This design comes from an exercise in tuning for small area, a short achievable clock period and few clock cycles per item on the open sky130 flow, not from production work.
Only simulation tests tie the RTL to the original design; equivalence was not proved.
Power figures rest on the tool's default switching activity, not on a simulated workload. No driver is modelled on the clock port, so clocking that relies on it looks cheaper here than on a real chip.

==> flow/design.v <==
`default_nettype none
package blur_pkg;
    typedef logic [3*4-1:0] pixel_t;
    typedef logic [4-1:0] chan_t;
    typedef logic [8-1:0] col_t;
    typedef logic [8-1:0] row_t;
    typedef struct packed {
        logic   sof;
        pixel_t pixel;
    } in_beat_t;
    typedef struct packed {
        pixel_t pixel;
        row_t   row;
        col_t   col;
    } pos_pixel_t;
    typedef struct packed {
        pixel_t p0, p1, p2;
        pixel_t p3, p4, p5;
        pixel_t p6, p7, p8;
    } window_t;
    typedef struct packed {
        chan_t p0, p1, p2;
        chan_t p3, p4, p5;
        chan_t p6, p7, p8;
    } chan_window_t;
    typedef enum logic [1:0] {
        hs_idle,
        hs_hold,
        hs_release
    } hs_state_t;
endpackage
`default_nettype wire
`default_nettype none
module blur_top (
    input  logic               clk,
    input  logic               reset,
    input  logic               in_req,
    input  logic [12:0]        in_beat,
    output logic               in_ack,
    output logic               out_req,
    input  logic               out_ack,
    output logic [11:0]        out_pixel
);
    localparam int W     = 160;
    localparam int PW    = 3 * 4;
    localparam int CB    = 4;
    localparam int DEPTH = 2 * W;
    logic [1:0] cnt;
    logic acc;
    logic sv;
    logic ofull;
    logic pop;
    logic take;
    logic load;
    logic [12:0] beat_q;
    assign pop  = out_req && out_ack;
    assign take = in_req && !in_ack && !cnt[1];
    assign load = sv && (!ofull || pop);
    always_ff @(posedge clk) begin
        beat_q <= in_beat;
    end
    always_ff @(posedge clk) begin
        if (reset) begin
            in_ack  <= 1'b0;
            acc     <= 1'b0;
            cnt     <= '0;
            sv      <= 1'b0;
            ofull   <= 1'b0;
            out_req <= 1'b0;
        end else begin
            in_ack  <= in_req && (in_ack || !cnt[1]);
            acc     <= take;
            case ({take, pop})
                2'b10:   cnt <= cnt + 1'b1;
                2'b01:   cnt <= cnt - 1'b1;
                default: cnt <= cnt;
            endcase
            sv      <= acc || (sv && !load);
            ofull   <= load || (ofull && !pop);
            out_req <= !out_ack && (out_req || ofull || sv);
        end
    end
    logic [8-1:0] row_cnt, row;
    logic [8-1:0] col_cnt, col;
    logic row_z, row_o, col_z, col_o;
    assign row = beat_q[12] ? '0 : row_cnt;
    assign col = beat_q[12] ? '0 : col_cnt;
    always_ff @(posedge clk) begin
        if (reset) begin
            row_cnt <= '0;
            col_cnt <= '0;
            row_z   <= 1'b1;
            row_o   <= 1'b0;
            col_z   <= 1'b1;
            col_o   <= 1'b0;
        end else if (acc) begin
            if (col == (W - 1)) begin
                col_cnt <= '0;
                row_cnt <= row + 1'b1;
                col_z   <= 1'b1;
                col_o   <= 1'b0;
                row_z   <= (row == 8'hff);
                row_o   <= (row == 8'h00);
            end else begin
                col_cnt <= col + 1'b1;
                row_cnt <= row;
                col_z   <= 1'b0;
                col_o   <= (col == 8'h00);
                row_z   <= (row == 8'h00);
                row_o   <= (row == 8'h01);
            end
        end
    end
    logic [DEPTH*PW-1:0] hist;
    always_ff @(posedge clk) begin
        if (acc) begin
            hist <= {hist[(DEPTH-1)*PW-1:0], beat_q[PW-1:0]};
        end
    end
    logic [PW-1:0] up2, up1;
    assign up2 = hist[(2*W-1)*PW +: PW];
    assign up1 = hist[(W-1)*PW +: PW];
    logic mask_all, mask_top, mask_left;
    always_ff @(posedge clk) begin
        mask_all  <= in_beat[12] || row_z || col_z;
        mask_top  <= !in_beat[12] && row_o;
        mask_left <= !in_beat[12] && col_o;
    end
    logic [3*6-1:0] v0, v1, v2;
    logic           s_zero, s_left;
    logic [PW-1:0]  result;
    for (genvar ch = 0; ch < 3; ch++) begin : g_lane
        logic [5:0] vnew;
        logic [5:0] v2m;
        logic [7:0] total;
        assign vnew = (mask_top ? 6'd0 : 6'(up2[ch*CB +: CB]))
                    + (6'(up1[ch*CB +: CB]) << 1)
                    + 6'(beat_q[ch*CB +: CB]);
        always_ff @(posedge clk) begin
            if (acc) begin
                v0[ch*6 +: 6] <= vnew;
                v1[ch*6 +: 6] <= v0[ch*6 +: 6];
                v2[ch*6 +: 6] <= v1[ch*6 +: 6];
            end
        end
        assign v2m   = s_left ? 6'd0 : v2[ch*6 +: 6];
        assign total = 8'(v2m) + (8'(v1[ch*6 +: 6]) << 1) + 8'(v0[ch*6 +: 6]);
        assign result[ch*CB +: CB] = s_zero ? '0 : total[7:4];
    end
    always_ff @(posedge clk) begin
        if (acc) begin
            s_zero <= mask_all;
            s_left <= mask_left;
        end
    end
    always_ff @(posedge clk) begin
        if (load) begin
            out_pixel <= result;
        end
    end
endmodule
`default_nettype wire
Settings: LEC_CHECK=0, CAP_MARGIN=20, CORE_MARGIN=2, CORE_UTILIZATION=45, SLEW_MARGIN=20; clock period 10.0 ns.
run.sh (not shown) runs the stock make flow with config.mk's settings and CLKGATE_MAP_FILE= SYNTH_SCRIPT=/design/flow/synth_recipe.tcl, a recipe that flattens the netlist after the stock synthesis.
Testbench counts at the start, summed over its fixed seeds: cycles 61,448, items 30,720.
Change:
--- a/flow/design.v
+++ b/flow/design.v
@@ -45,5 +45,5 @@
     localparam int PW    = 3 * 4;
     localparam int CB    = 4;
-    localparam int DEPTH = 2 * W;
+    localparam int DEPTH = 2 * W + 2;
     logic [1:0] cnt;
     logic acc;
@@ -118,32 +118,40 @@
         end
     end
-    logic [PW-1:0] up2, up1;
-    assign up2 = hist[(2*W-1)*PW +: PW];
-    assign up1 = hist[(W-1)*PW +: PW];
+    function automatic logic [PW-1:0] tap(input int k);
+        tap = hist[(k-1)*PW +: PW];
+    endfunction
+    logic sof;
     logic mask_all, mask_top, mask_left;
-    always_ff @(posedge clk) begin
-        mask_all  <= in_beat[12] || row_z || col_z;
-        mask_top  <= !in_beat[12] && row_o;
-        mask_left <= !in_beat[12] && col_o;
-    end
-    logic [3*6-1:0] v0, v1, v2;
-    logic           s_zero, s_left;
+    assign sof       = beat_q[12];
+    assign mask_all  = sof || row_z || col_z;
+    assign mask_top  = !sof && row_o;
+    assign mask_left = !sof && col_o;
+    logic [PW-1:0] p0, p1, p2, p3, p4, p5, p6, p7, p8;
+    assign p0 = (mask_top || mask_left) ? '0 : tap(2*W + 2);
+    assign p1 = mask_top                ? '0 : tap(2*W + 1);
+    assign p2 = mask_top                ? '0 : tap(2*W);
+    assign p3 = mask_left               ? '0 : tap(W + 2);
+    assign p4 = tap(W + 1);
+    assign p5 = tap(W);
+    assign p6 = mask_left               ? '0 : tap(2);
+    assign p7 = tap(1);
+    assign p8 = beat_q[PW-1:0];
+    logic [3*7-1:0] s_outer;
+    logic [3*6-1:0] s_mid;
+    logic           s_zero;
     logic [PW-1:0]  result;
     for (genvar ch = 0; ch < 3; ch++) begin : g_lane
-        logic [5:0] vnew;
-        logic [5:0] v2m;
+        logic [5:0] top, mid, bot;
         logic [7:0] total;
-        assign vnew = (mask_top ? 6'd0 : 6'(up2[ch*CB +: CB]))
-                    + (6'(up1[ch*CB +: CB]) << 1)
-                    + 6'(beat_q[ch*CB +: CB]);
+        assign top = 6'(p0[ch*CB +: CB]) + (6'(p1[ch*CB +: CB]) << 1) + 6'(p2[ch*CB +: CB]);
+        assign mid = 6'(p3[ch*CB +: CB]) + (6'(p4[ch*CB +: CB]) << 1) + 6'(p5[ch*CB +: CB]);
+        assign bot = 6'(p6[ch*CB +: CB]) + (6'(p7[ch*CB +: CB]) << 1) + 6'(p8[ch*CB +: CB]);
         always_ff @(posedge clk) begin
             if (acc) begin
-                v0[ch*6 +: 6] <= vnew;
-                v1[ch*6 +: 6] <= v0[ch*6 +: 6];
-                v2[ch*6 +: 6] <= v1[ch*6 +: 6];
+                s_outer[ch*7 +: 7] <= 7'(top) + 7'(bot);
+                s_mid[ch*6 +: 6]   <= mid;
             end
         end
-        assign v2m   = s_left ? 6'd0 : v2[ch*6 +: 6];
-        assign total = 8'(v2m) + (8'(v1[ch*6 +: 6]) << 1) + 8'(v0[ch*6 +: 6]);
+        assign total = 8'(s_outer[ch*7 +: 7]) + (8'(s_mid[ch*6 +: 6]) << 1);
         assign result[ch*CB +: CB] = s_zero ? '0 : total[7:4];
     end
@@ -151,5 +159,4 @@
         if (acc) begin
             s_zero <= mask_all;
-            s_left <= mask_left;
         end
     end
Outcome:
- cell area rose by 1.1%
- die area grows by 1.3%
- utilization is about the same
- cell count goes up by 1.8%
- clock skew goes down by 0.019 ns
- via count climbs by 2.3%
- worst setup slack degrades by 1.0 ns
- sequential power barely changes
- clock power hardly moves
- total power climbs by 0.49%
- non-clock buffer count is higher by 4
- critical path depth goes up by 13
- routed wire length grows by 3.1%
- first-iteration DRC count went down by 5.7%
Testbench counts after the change, summed over its fixed seeds: cycles 61,448, items 30,720.


Setup of v7:
RTL: the design.v shown in full above, as it stands there.
clock: 10.0 ns
lec_check: 0
cap_margin: 20
core_margin: 2
core_utilization: 65
slew_margin: 20
standard.sh (not shown) runs the stock make flow with config.mk's settings and CLKGATE_MAP_FILE= SYNTH_SCRIPT=/design/flow/synth_recipe.tcl, a recipe that flattens the netlist after the stock synthesis.
==> flow/flow/run.sh <==
#!/bin/bash
# Standard layout with faster port buffers, a tighter setup repair target,
# and a shallower clock tree with larger sink clusters and no dummy loads.
set -euo pipefail
export BUFFER_PORTS_ARGS="-buffer_cell sky130_fd_sc_hd__buf_4"
export SETUP_SLACK_MARGIN=7.0
export ABC_CLOCK_PERIOD_IN_PS=3000
export CTS_ARGS="-sink_clustering_enable -repair_clock_nets -dont_use_dummy_load -sink_clustering_size 30 -sink_clustering_max_diameter 100 -buf_list sky130_fd_sc_hd__clkbuf_16"
bash standard.sh > standard.log 2>&1
v7 ran to completion and came out clean on the timing, design-rule and antenna checks.
Testbench counts of v7, summed over its fixed seeds: cycles 61,448, items 30,720.
[inputs] v26 vs v7
==> flow/design.v, changed modules only <==
module blur_top (
    input  logic               clk,
    input  logic               reset,
    input  logic               in_req,
    input  logic [12:0]        in_beat,
    output logic               in_ack,
    output logic               out_req,
    input  logic               out_ack,
    output logic [11:0]        out_pixel
);
    localparam int W     = 160;
    localparam int PW    = 3 * 4;
    localparam int CB    = 4;
    localparam int DEPTH = 2 * W;
    logic [1:0] cnt;
    logic acc;
    logic sv;
    logic hv;
    logic pop;
    logic take;
    logic load;
    logic [12:0] beat_q;
    assign pop  = out_req && out_ack;
    assign take = in_req && !in_ack && (!cnt[1] || pop);
    assign load = sv && (!hv || pop);
    always_ff @(posedge clk) begin
        beat_q <= in_beat;
    end
    always_ff @(posedge clk) begin
        if (reset) begin
            in_ack  <= 1'b0;
            acc     <= 1'b0;
            cnt     <= '0;
            sv      <= 1'b0;
            hv      <= 1'b0;
            out_req <= 1'b0;
        end else begin
            in_ack  <= in_req && (in_ack || !cnt[1] || pop);
            acc     <= take;
            case ({take, pop})
                2'b10:   cnt <= cnt + 1'b1;
                2'b01:   cnt <= cnt - 1'b1;
                default: cnt <= cnt;
            endcase
            sv      <= acc || (sv && !load);
            hv      <= load || (hv && !pop);
            out_req <= !out_ack && (out_req || hv);
        end
    end
    logic [8-1:0] row_cnt, row;
    logic [8-1:0] col_cnt, col;
    logic row_z, row_o, col_z, col_o;
    assign row = beat_q[12] ? '0 : row_cnt;
    assign col = beat_q[12] ? '0 : col_cnt;
    always_ff @(posedge clk) begin
        if (reset) begin
            row_cnt <= '0;
            col_cnt <= '0;
            row_z   <= 1'b1;
            row_o   <= 1'b0;
            col_z   <= 1'b1;
            col_o   <= 1'b0;
        end else if (acc) begin
            if (col == (W - 1)) begin
                col_cnt <= '0;
                row_cnt <= row + 1'b1;
                col_z   <= 1'b1;
                col_o   <= 1'b0;
                row_z   <= (row == 8'hff);
                row_o   <= (row == 8'h00);
            end else begin
                col_cnt <= col + 1'b1;
                row_cnt <= row;
                col_z   <= 1'b0;
                col_o   <= (col == 8'h00);
                row_z   <= (row == 8'h00);
                row_o   <= (row == 8'h01);
            end
        end
    end
    logic [DEPTH*PW-1:0] hist;
    always_ff @(posedge clk) begin
        if (acc) begin
            hist <= {hist[(DEPTH-1)*PW-1:0], beat_q[PW-1:0]};
        end
    end
    logic [PW-1:0] up2, up1;
    assign up2 = hist[(2*W-1)*PW +: PW];
    assign up1 = hist[(W-1)*PW +: PW];
    logic mask_all, mask_top, mask_left;
    always_ff @(posedge clk) begin
        mask_all  <= in_beat[12] || row_z || col_z;
        mask_top  <= !in_beat[12] && row_o;
        mask_left <= !in_beat[12] && col_o;
    end
    logic [3*6-1:0] v0, v1, v2;
    logic           s_zero, s_left;
    logic [PW-1:0]  result;
    for (genvar ch = 0; ch < 3; ch++) begin : g_lane
        logic [5:0] vnew;
        logic [5:0] v2m;
        logic [7:0] total;
        assign vnew = (mask_top ? 6'd0 : 6'(up2[ch*CB +: CB]))
                    + (6'(up1[ch*CB +: CB]) << 1)
                    + 6'(beat_q[ch*CB +: CB]);
        always_ff @(posedge clk) begin
            if (acc) begin
                v0[ch*6 +: 6] <= vnew;
                v1[ch*6 +: 6] <= v0[ch*6 +: 6];
                v2[ch*6 +: 6] <= v1[ch*6 +: 6];
            end
        end
        assign v2m   = s_left ? 6'd0 : v2[ch*6 +: 6];
        assign total = 8'(v2m) + (8'(v1[ch*6 +: 6]) << 1) + 8'(v0[ch*6 +: 6]);
        assign result[ch*CB +: CB] = s_zero ? '0 : total[7:4];
    end
    always_ff @(posedge clk) begin
        if (acc) begin
            s_zero <= mask_all;
            s_left <= mask_left;
        end
    end
    logic [PW-1:0] h;
    always_ff @(posedge clk) begin
        if (load) begin
            h <= result;
        end
    end
    always_ff @(posedge clk) begin
        out_pixel <= h;
    end
endmodule
[summary]
- v7 has higher smallest hold slack than v26.
- The number of distinct library cell variants in the gate-level netlist after synthesis of v26 is higher than that of v7.
- Between v7 and v26, the clock latency reported for the late side of the worst-skew pair figures differ only marginally.
- Between v7 and v26, the largest fanout of any net on the critical path is higher for v26.
- ~same routed wire length in v7 and v26
- On placeable core area, v7 and v26 are basically level.
- Looking at met2 wirelength from detailed routing, v26 sits about 1.3% lower than v7 does.
- v26 vs v7 on number of global-route vias before repair: v26 is the lower one.
- The standard cells in v26 occupy more silicon area than those in v7 do.
- Summary: reg2reg setup slack, v26 worse than v7
Testbench counts of v26, summed over its fixed seeds: cycles 61,456, items 30,720.

what the ideal ports hide:
Ports are ideal in the flow. The routed layouts listed here were re-timed in OpenROAD. Step 1 sets driving cells, clkbuf_16 on the clock port and buf_2 on the other inputs (assumed; they add their load-dependent delay and slew). Step 2 adds t to the input delays and takes it off the output delays; t is the mean of the earliest and latest rising clock arrival at the registers after step 1. Input paths then give back, and output paths get back, about the clock's delay inside the block. a / b / c = ideal ports / drivers / drivers and shift; a / b = the first two.
run | t, ns | setup slack, ns | worst hold slack (ns) | worst setup path at the end | slew at the worst register clock pin (ns)
the first run of note 1 | 0.944 | 5.877 / 5.793 / 6.157 | 0.387 / 0.387 / 0.387 | input to register | 0.07 / 0.07
the second run of note 1 | 0.925 | 4.853 / 4.853 / 4.853 | 0.392 / 0.392 / 0.392 | register to register | 0.07 / 0.07
v7 | 0.873 | 6.649 / 6.566 / 6.514 | 0.399 / 0.399 / 0.399 | input to register | 0.11 / 0.11
v26 | 0.873 | 6.729 / 6.645 / 6.523 | 0.359 / 0.359 / 0.359 | input to register | 0.11 / 0.11
After both steps every run listed still meets setup and hold. For v26, which loses most, drivers alone change the setup slack by -0.084 ns; drivers and shift together by -0.206 ns.
